Context: an optimization exercise on an open-source flow, tuned for small area and few clock cycles per item. The choices shown serve that exercise and are no tape-out recipe. Only simulation tests tie the RTL to the original design; equivalence was not proved. Power and IR drop assume default switching activity.

File: config.mk
export PLATFORM = sky130hd
export DESIGN_NAME = alpha_blend
export DESIGN_NICKNAME = alpha_blend
export VERILOG_FILES = /design/flow/design.v
export SDC_FILE = /design/flow/constraint.sdc
export NUM_CORES = 4
export LEC_CHECK = 0
export CAP_MARGIN = 20
export CORE_MARGIN = 2
export CORE_UTILIZATION = 40
export SLEW_MARGIN = 20
File: constraint.sdc
create_clock -name core_clock -period 8.0 [get_ports {clk}]
set_input_delay 1.6000 -clock core_clock [delete_from_list [all_inputs] [get_ports {clk}]]
set_output_delay 1.6000 -clock core_clock [all_outputs]
set_load 0.01 [all_outputs]
File: design.v
`default_nettype none
package blend_pkg;
	localparam int addr_w  = 24;              
	localparam int chan_w  = 8;               
	localparam int pix_w   = 3 * chan_w;      
	localparam int alpha_w = 4;               
	localparam int cnt_w   = 16;              
	localparam int mix_w   = chan_w + alpha_w;  
	localparam int apb_aw = 8;                
	localparam int apb_dw = 32;               
	localparam logic [apb_aw-1:0] reg_ctrl   = 8'h00;  
	localparam logic [apb_aw-1:0] reg_src_a  = 8'h04;  
	localparam logic [apb_aw-1:0] reg_src_b  = 8'h08;  
	localparam logic [apb_aw-1:0] reg_dst    = 8'h0C;  
	localparam logic [apb_aw-1:0] reg_count  = 8'h10;  
	localparam logic [apb_aw-1:0] reg_status = 8'h14;  
	localparam int ctrl_start_bit = 0;
	localparam int ctrl_alpha_lsb = 4;        
	localparam int stat_busy_bit  = 0;
	localparam int stat_done_bit  = 1;
	typedef struct packed {
		logic [chan_w-1:0] r;                
		logic [chan_w-1:0] g;
		logic [chan_w-1:0] b;                
	} rgb_t;
	typedef union packed {
		logic [pix_w-1:0] raw;               
		rgb_t             rgb;               
	} pixel_t;
endpackage
`default_nettype wire
`default_nettype none
import blend_pkg::*;
module blend_regs
(
	input  logic               clk,
	input  logic               reset,
	input  logic               psel,
	input  logic               penable,
	input  logic               pwrite,
	input  logic [apb_aw-1:0]  paddr,
	input  logic [apb_dw-1:0]  pwdata,
	output logic [apb_dw-1:0]  prdata,
	output logic               pready,
	output logic               pslverr,
	input  logic               done_pulse,
	output logic               start,
	output logic [alpha_w-1:0] alpha,
	output logic [addr_w-1:0]  src_a,
	output logic [addr_w-1:0]  src_b,
	output logic [addr_w-1:0]  dst,
	output logic [cnt_w-1:0]   count
);
	logic               access;      
	logic               wr_access;   
	logic               mapped;      
	logic               start_ok;    
	logic               busy;
	logic               done;        
	logic [alpha_w-1:0] cfg_alpha;   
	assign access    = psel && penable;
	assign wr_access = access && pwrite;
	assign pready    = access;   
	assign pslverr   = access && !mapped;
	assign start_ok  = wr_access && (paddr == reg_ctrl) && pwdata[ctrl_start_bit] && !busy;
	always_comb
	begin
		prdata = '0;   
		mapped = 1'b1;
		case (paddr)
			reg_ctrl:   prdata[ctrl_alpha_lsb +: alpha_w] = cfg_alpha;   
			reg_src_a:  prdata = apb_dw'(src_a);
			reg_src_b:  prdata = apb_dw'(src_b);
			reg_dst:    prdata = apb_dw'(dst);
			reg_count:  prdata = apb_dw'(count);
			reg_status:
			begin
				prdata[stat_busy_bit] = busy;
				prdata[stat_done_bit] = done;
			end
			default:    mapped = 1'b0;
		endcase
	end
	always_ff @(posedge clk)
	begin
		if (reset)
		begin
			start     <= 1'b0;
			busy      <= 1'b0;
			done      <= 1'b0;
			cfg_alpha <= '0;
			alpha     <= '0;
			src_a     <= '0;
			src_b     <= '0;
			dst       <= '0;
			count     <= '0;
		end
		else
		begin
			start <= start_ok;   
			if (wr_access && (paddr == reg_ctrl))
				cfg_alpha <= pwdata[ctrl_alpha_lsb +: alpha_w];
			if (start_ok)
				alpha <= pwdata[ctrl_alpha_lsb +: alpha_w];   
			if (wr_access && !busy)   
			begin
				case (paddr)
					reg_src_a: src_a <= pwdata[addr_w-1:0];
					reg_src_b: src_b <= pwdata[addr_w-1:0];
					reg_dst:   dst   <= pwdata[addr_w-1:0];
					reg_count: count <= pwdata[cnt_w-1:0];
					default:   ;
				endcase
			end
			if (start_ok)
			begin
				busy <= 1'b1;
				done <= 1'b0;   
			end
			else if (start && (count == '0))
			begin
				busy <= 1'b0;   
				done <= 1'b1;
			end
			else if (done_pulse)
			begin
				busy <= 1'b0;   
				done <= 1'b1;
			end
		end
	end
endmodule
`default_nettype wire
`default_nettype none
import blend_pkg::*;
module pixel_fetch
(
	input  logic              clk,
	input  logic              reset,
	input  logic              start,
	input  logic [addr_w-1:0] src_a,
	input  logic [addr_w-1:0] src_b,
	input  logic [cnt_w-1:0]  count,
	output logic              rd_en,
	output logic [addr_w-1:0] rd_addr,
	input  logic [pix_w-1:0]  rd_data,
	output logic              pair_valid,   
	output logic              pair_last,    
	output logic [cnt_w-1:0]  pair_index,   
	output blend_pkg::pixel_t pair_a,       
	output blend_pkg::pixel_t pair_b        
);
	logic             running;   
	logic             phase;     
	logic [cnt_w-1:0] index;     
	logic             a_pend;    
	logic             is_last;   
	assign is_last = (index == count - 1'b1);
	assign rd_en   = running;
	assign rd_addr = (phase ? src_b : src_a) + addr_w'(index);
	assign pair_b.raw = rd_data;   
	always_ff @(posedge clk)
	begin
		if (reset)
		begin
			running    <= 1'b0;
			phase      <= 1'b0;
			index      <= '0;
			a_pend     <= 1'b0;
			pair_valid <= 1'b0;
		end
		else
		begin
			a_pend     <= rd_en && !phase;
			pair_valid <= rd_en && phase;   
			if (start && (count != '0))
			begin
				running <= 1'b1;
				phase   <= 1'b0;
				index   <= '0;
			end
			else if (running)
			begin
				phase <= !phase;
				if (phase)
				begin
					if (is_last)
						running <= 1'b0;   
					else
						index <= index + 1'b1;
				end
			end
		end
	end
	always_ff @(posedge clk)
	begin
		if (a_pend)
			pair_a.raw <= rd_data;   
		if (rd_en && phase)
		begin
			pair_index <= index;
			pair_last  <= is_last;
		end
	end
endmodule
`default_nettype wire
`default_nettype none
import blend_pkg::*;
module alpha_mix
(
	input  logic               clk,
	input  logic               reset,
	input  logic [alpha_w-1:0] alpha,
	input  logic               pair_valid,
	input  logic               pair_last,
	input  logic [cnt_w-1:0]   pair_index,
	input  blend_pkg::pixel_t pair_a,
	input  blend_pkg::pixel_t pair_b,
	output logic               out_valid,
	output logic               out_last,
	output logic [cnt_w-1:0]   out_index,
	output blend_pkg::pixel_t out_pix
);
	logic [alpha_w:0]   inv_alpha;            
	logic               v1;                   
	logic               last1;
	logic [cnt_w-1:0]   idx1;
	logic [mix_w-1:0]   pa_r, pa_g, pa_b;     
	logic [mix_w-1:0]   pb_r, pb_g, pb_b;     
	logic [mix_w-1:0]   sum_r, sum_g, sum_b;
	assign inv_alpha = {1'b1, {alpha_w{1'b0}}} - {1'b0, alpha};
	assign sum_r = pa_r + pb_r;   
	assign sum_g = pa_g + pb_g;
	assign sum_b = pa_b + pb_b;
	always_ff @(posedge clk)
	begin
		if (reset)
		begin
			v1        <= 1'b0;
			out_valid <= 1'b0;
		end
		else
		begin
			v1        <= pair_valid;
			out_valid <= v1;
		end
	end
	always_ff @(posedge clk)
	begin
		pa_r  <= pair_a.rgb.r * alpha;   
		pa_g  <= pair_a.rgb.g * alpha;
		pa_b  <= pair_a.rgb.b * alpha;
		pb_r  <= pair_b.rgb.r * inv_alpha;
		pb_g  <= pair_b.rgb.g * inv_alpha;
		pb_b  <= pair_b.rgb.b * inv_alpha;
		last1 <= pair_last;
		idx1  <= pair_index;
		out_pix.rgb.r <= sum_r[mix_w-1:alpha_w];   
		out_pix.rgb.g <= sum_g[mix_w-1:alpha_w];
		out_pix.rgb.b <= sum_b[mix_w-1:alpha_w];
		out_last      <= last1;
		out_index     <= idx1;
	end
endmodule
`default_nettype wire
`default_nettype none
import blend_pkg::*;
module pixel_store
(
	input  logic              clk,
	input  logic              reset,
	input  logic [addr_w-1:0] dst,
	input  logic              out_valid,
	input  logic              out_last,
	input  logic [cnt_w-1:0]  out_index,
	input  blend_pkg::pixel_t out_pix,
	output logic              wr_en,
	output logic [addr_w-1:0] wr_addr,
	output logic [pix_w-1:0]  wr_data,
	output logic              done_pulse
);
	always_ff @(posedge clk)
	begin
		if (reset)
		begin
			wr_en      <= 1'b0;
			done_pulse <= 1'b0;
		end
		else
		begin
			wr_en      <= out_valid;              
			done_pulse <= out_valid && out_last;  
		end
	end
	always_ff @(posedge clk)
	begin
		if (out_valid)
		begin
			wr_addr <= dst + addr_w'(out_index);   
			wr_data <= out_pix.raw;
		end
	end
endmodule
`default_nettype wire
`default_nettype none
import blend_pkg::*;
module alpha_blend
(
	input  logic              clk,
	input  logic              reset,
	input  logic              psel,
	input  logic              penable,
	input  logic              pwrite,
	input  logic [apb_aw-1:0] paddr,
	input  logic [apb_dw-1:0] pwdata,
	output logic [apb_dw-1:0] prdata,
	output logic              pready,
	output logic              pslverr,
	output logic              rd_en,
	output logic [addr_w-1:0] rd_addr,
	input  logic [pix_w-1:0]  rd_data,
	output logic              wr_en,
	output logic [addr_w-1:0] wr_addr,
	output logic [pix_w-1:0]  wr_data
);
	logic               start;        
	logic [alpha_w-1:0] alpha;
	logic [addr_w-1:0]  src_a;
	logic [addr_w-1:0]  src_b;
	logic [addr_w-1:0]  dst;
	logic [cnt_w-1:0]   count;
	logic               done_pulse;   
	logic               out_valid;    
	logic               out_last;
	logic [cnt_w-1:0]   out_index;
	blend_pkg::pixel_t out_pix;
	logic               pair_valid;   
	logic               pair_last;
	logic [cnt_w-1:0]   pair_index;
	blend_pkg::pixel_t pair_a;
	blend_pkg::pixel_t pair_b;
	blend_regs u_regs (
		.clk(clk), .reset(reset), .psel(psel), .penable(penable), .pwrite(pwrite),
		.paddr(paddr), .pwdata(pwdata), .prdata(prdata), .pready(pready),
		.pslverr(pslverr), .done_pulse(done_pulse), .start(start), .alpha(alpha),
		.src_a(src_a), .src_b(src_b), .dst(dst), .count(count)
	);
	pixel_fetch u_fetch (
		.clk(clk), .reset(reset), .start(start), .src_a(src_a), .src_b(src_b),
		.count(count), .rd_en(rd_en), .rd_addr(rd_addr), .rd_data(rd_data),
		.pair_valid(pair_valid), .pair_last(pair_last),
		.pair_index(pair_index), .pair_a(pair_a), .pair_b(pair_b)
	);
	alpha_mix u_mix (
		.clk(clk), .reset(reset), .alpha(alpha), .pair_valid(pair_valid), .pair_last(pair_last),
		.pair_index(pair_index), .pair_a(pair_a), .pair_b(pair_b),
		.out_valid(out_valid), .out_last(out_last), .out_index(out_index),
		.out_pix(out_pix)
	);
	pixel_store u_store (
		.clk(clk), .reset(reset), .dst(dst), .out_valid(out_valid),
		.out_last(out_last), .out_index(out_index), .out_pix(out_pix),
		.wr_en(wr_en), .wr_addr(wr_addr), .wr_data(wr_data), .done_pulse(done_pulse)
	);
endmodule
`default_nettype wire
File: run.sh
#!/bin/bash
# synth_recipe.tcl (not shown) runs the flow's synth.tcl, then flattens the netlist and writes it again
# the make line also repeats each setting of config.mk as NAME=value (left out here)
make -C /OpenROAD-flow-scripts/flow DESIGN_CONFIG=/design/flow/config.mk WORK_HOME=/design/flow/orfs CLKGATE_MAP_FILE= SYNTH_SCRIPT=/design/flow/synth_recipe.tcl finish
==> flow_summary.yaml <==
outcome:
  status: "no timing/DRC/antenna violations"
grt:
  grt_usage: 0.1933
  grt_overflow: 0
  grt_pass1_vias: 15120
  antenna_found_initial: 2
  grt_max_degree: 64
  grt_pass1_wl_mm: 81.10
critical_path:
  endpoint_kind: "output port"
  critPathBufInv: 2
  cp.depth: 11
  cpMostUsedCell: "nor3_1"
  critPathMaxFanout: 22
  path_cells: "buf_4 -> mux2_2 -> ha_1 -> nor2b_1 -> o31ai_1 -> a211oi_1 -> nor3_1 -> nor3_1 -> xnor2_1 -> mux2i_1 -> clkdlybuf4s50_1"
  cp.required_ns: 6.40
  crit_path_max_incr_delay_ns: 0.59
  cp_top_family: "buffers and inverters"
  cp_slowest_cell: "clkdlybuf4s50_1"
  critPathKind: "reg2out"
  critPathArrivalTime_ns: 4.66
  rr_worst_depth: 17
  start_kind: "flop"
pwr:
  power.share.clock: 0.477
  switching_power_uw: 802.5
  switching_share: 0.2189
  p_comb_frac: 0.036
  p_per_area_nw_per_um2: 154.4
  p_int_uw: 2864
  p_leak_uw: 0.01007
  p_seq_frac: 0.488
  vdd_ir_drop_max_v: 0.0001544
sta:
  clock_skew_ns: 0.01483
  period_minus_slack_ns: 6.256
  relSlewSlack: 0.2090
  final.setup.tns_ns: 0
  finalHoldViolCount: 0
  drv_slew: 0
  min_period_over_period: 0.7820
  grt_setup_unrepaired: "no"
  timing.fmax_mhz: 159.8
  hold_slack_ns: 0.3217
  max_slew.worst_pin.slew_ns: 1.187
  setup_ws_ns: 1.744
  finalSetupViolCount: 0
worst_hold_path:
  holdPathStages: 0
  hold_path_class: "reg2reg"
floorplanning:
  initial_core_util: 0.4045
  die_h_microns: 229.2
  die-area_sq_um: 52550
  placementRows: 82
  pin_count: 177
  core_area_sq_um: 50170
  die_w_microns: 229.2
finish:
  drive_gt1_frac: 0.05333
  finalInstanceArea_sq_um: 23750
  fillCellCount: 4705
  antenna_cells: 0
  final_nets: 2624
  final_util: 0.4734
  syn_to_final_growth_pct: 17.02
clocking:
  ctsResizeCount: 0
  cts_buffers: 40
  htreeDepth: 2
  post-cts-setup-buffers: 0
  cts_tree: "built"
  cts-root-buf: "clkbuf_16"
  clockBufferDepth: 3
  hold_buffers: 0
  numClockSinks: 342
  clkTransAtPathRegs_ns: 0.06
  worstSkewPairLatency_ns: 0.56
logic_synthesis:
  synth.most_common_cell: "nand2_1"
  yosys-top-cells-count: "nand2_1, dfxtp_1, ha_1"
  yosysSeqAreaShare: 0.3813
  syn_inst: 2160
  async_flop_share: 0
  ys_warn_count: 4
  yosysUniqueCellTypes: 73
  synth.top_cells.by_area: "dfxtp_1, edfxtp_1, ha_1"
  ys_seq_elements: 342
  ys.flop_type: "dfxtp_1"
  synth-edff-count: 89
  synth.top_cell.area_share: 0.2496
  synth_area_leader_cell: "dfxtp_1"
  avgSynthCellArea_sq_um: 9.396
  syn-cell-area_sq_um: 20290
run:
  cap_violations: 0
placement:
  port-buffer-count: 160
  place_ws_ns: 2.003
  hpwl_mm: 36.94
  gp_congestion: 0.8735
  place_area_sq_um: 22490
detailed_routing:
  dr.pass1.iters: 7
  finalWirelength_mm: 50.86
  vias_per_cell: 5.238
  antenna_left: 0
  avgRoutedWirePerCell_microns: 16.97
  drtIter0Drc: 1066
  drc: 0
  vias: 15700
==> flip-flops by register name, indices dropped and copies added, names as in the netlist, 24 cells and up <==
register,count
u_fetch.pair_a,24
u_store.wr_addr,24
u_regs.src_a,24
u_mix.out_pix,24
u_store.wr_data,24
u_regs.src_b,24
u_regs.dst,24
==> power by group through the flow <==
stage / Sequential, uW / Combinational (uW) / Clock [uW]
floorplan: 1820 / 68.1 / 0
global placement: 1820 / 129 / 0
detailed placement: 1820 / 131 / 0
CTS: 1790 / 132 / 1800
global route: 1790 / 145 / 1870
finish: 1790 / 131 / 1750
==> cell type report <==
| cell class | instances | area [sq um] | area share |
|---|---|---|---|
| clock inverter | 13 | 76.32 | 0.003214 |
| sequential | 342 | 7739 | 0.3259 |
| timing repair buffer | 177 | 1722 | 0.07249 |
| multi-input combinational | 1574 | 11600 | 0.4883 |
| clock buffer | 61 | 1182 | 0.04979 |
| tap | 672 | 840.8 | 0.03540 |
| inverter | 158 | 593.1 | 0.02497 |
==> final timing paths <==
path	from	to	slack, ns
worst min register to register	u_mix.idx1[7]$_DFF_P_	u_mix.out_index[7]$_DFF_P_	0.32
worst min-delay path	u_mix.idx1[7]$_DFF_P_	u_mix.out_index[7]$_DFF_P_	0.32
worst max register to register	u_regs.alpha[1]$_SDFFE_PP0P_	u_mix.pb_b[11]$_DFF_P_	2.84
worst max-delay path	u_fetch.phase$_SDFFE_PP0P_	rd_addr[18]	1.74
==> per-layer routing <==
layer,global-route usage,routed length (microns)
met4,0.04748,1019
met1,0.2653,23220
met5,0,12
met3,0.03200,3111
met2,0.3174,23500
==> cell usage in the layout (no fill, tap or decap), types with 69 or more instances in the layout <==
master	Yosys	layout
and2_1	126	126
dfxtp_1	253	252
nor2_1	91	91
nand2_1	354	353
fa_1	89	89
clkdlybuf4s50_1	0	158
o21ai_0	69	69
ha_1	173	173
inv_1	158	158
a21oi_1	172	172
xnor2_1	92	92
edfxtp_1	89	89
==> cell families after synthesis <==
kind of cell,Yosys count,share of synthesized area
and+or+nand+nor,729,0.1701
AOI/OAI and AO/OA,386,0.1172
DFF,342,0.3813
adders and majority gates,262,0.1945
buffers and inverters,251,0.04988
xor gates and xnor gates,130,0.05678
muxes,59,0.03015
other,1,0.0001848
==> per-stage QoR <==
step	total power [uW]	instances
finish	3666	2997
floorplan	1891	2167
global placement	1953	2923
global route	3806	2997
CTS	3718	2997
detailed placement	1956	2923
Testbench counts, summed over its fixed seeds: cycles 56,912, pixels 26,920.

## separate check: timing with driven ports
In the flow no input, the clock included, has a driving cell. The finished layout below was timed again as built, in two steps. Step 1 (the two cells are an assumption about what drives the block):
set clk [get_ports {clk}]
set_driving_cell -lib_cell sky130_fd_sc_hd__clkbuf_16 $clk
set_driving_cell -lib_cell sky130_fd_sc_hd__buf_2 [delete_from_list [all_inputs] $clk]
Step 2 moves the port delays by t, midway between the first and last clock arrival at a register: inputs arrive t later, outputs are due t later. That takes back most of the time a late clock gives input paths. Slacks: ideal / step 1 / step 2; pairs: ideal / step 1.
t (ns): 0.599
setup slack, ns: 1.744 / 1.693 / 1.868
latest minus earliest clock arrival (ns): 0.018 / 0.017
cell pins on the clock port's net: 1
After both steps setup and hold are still met in this run. The setup slack of this run moves by -0.051 ns with the drivers and by +0.124 ns with both steps.
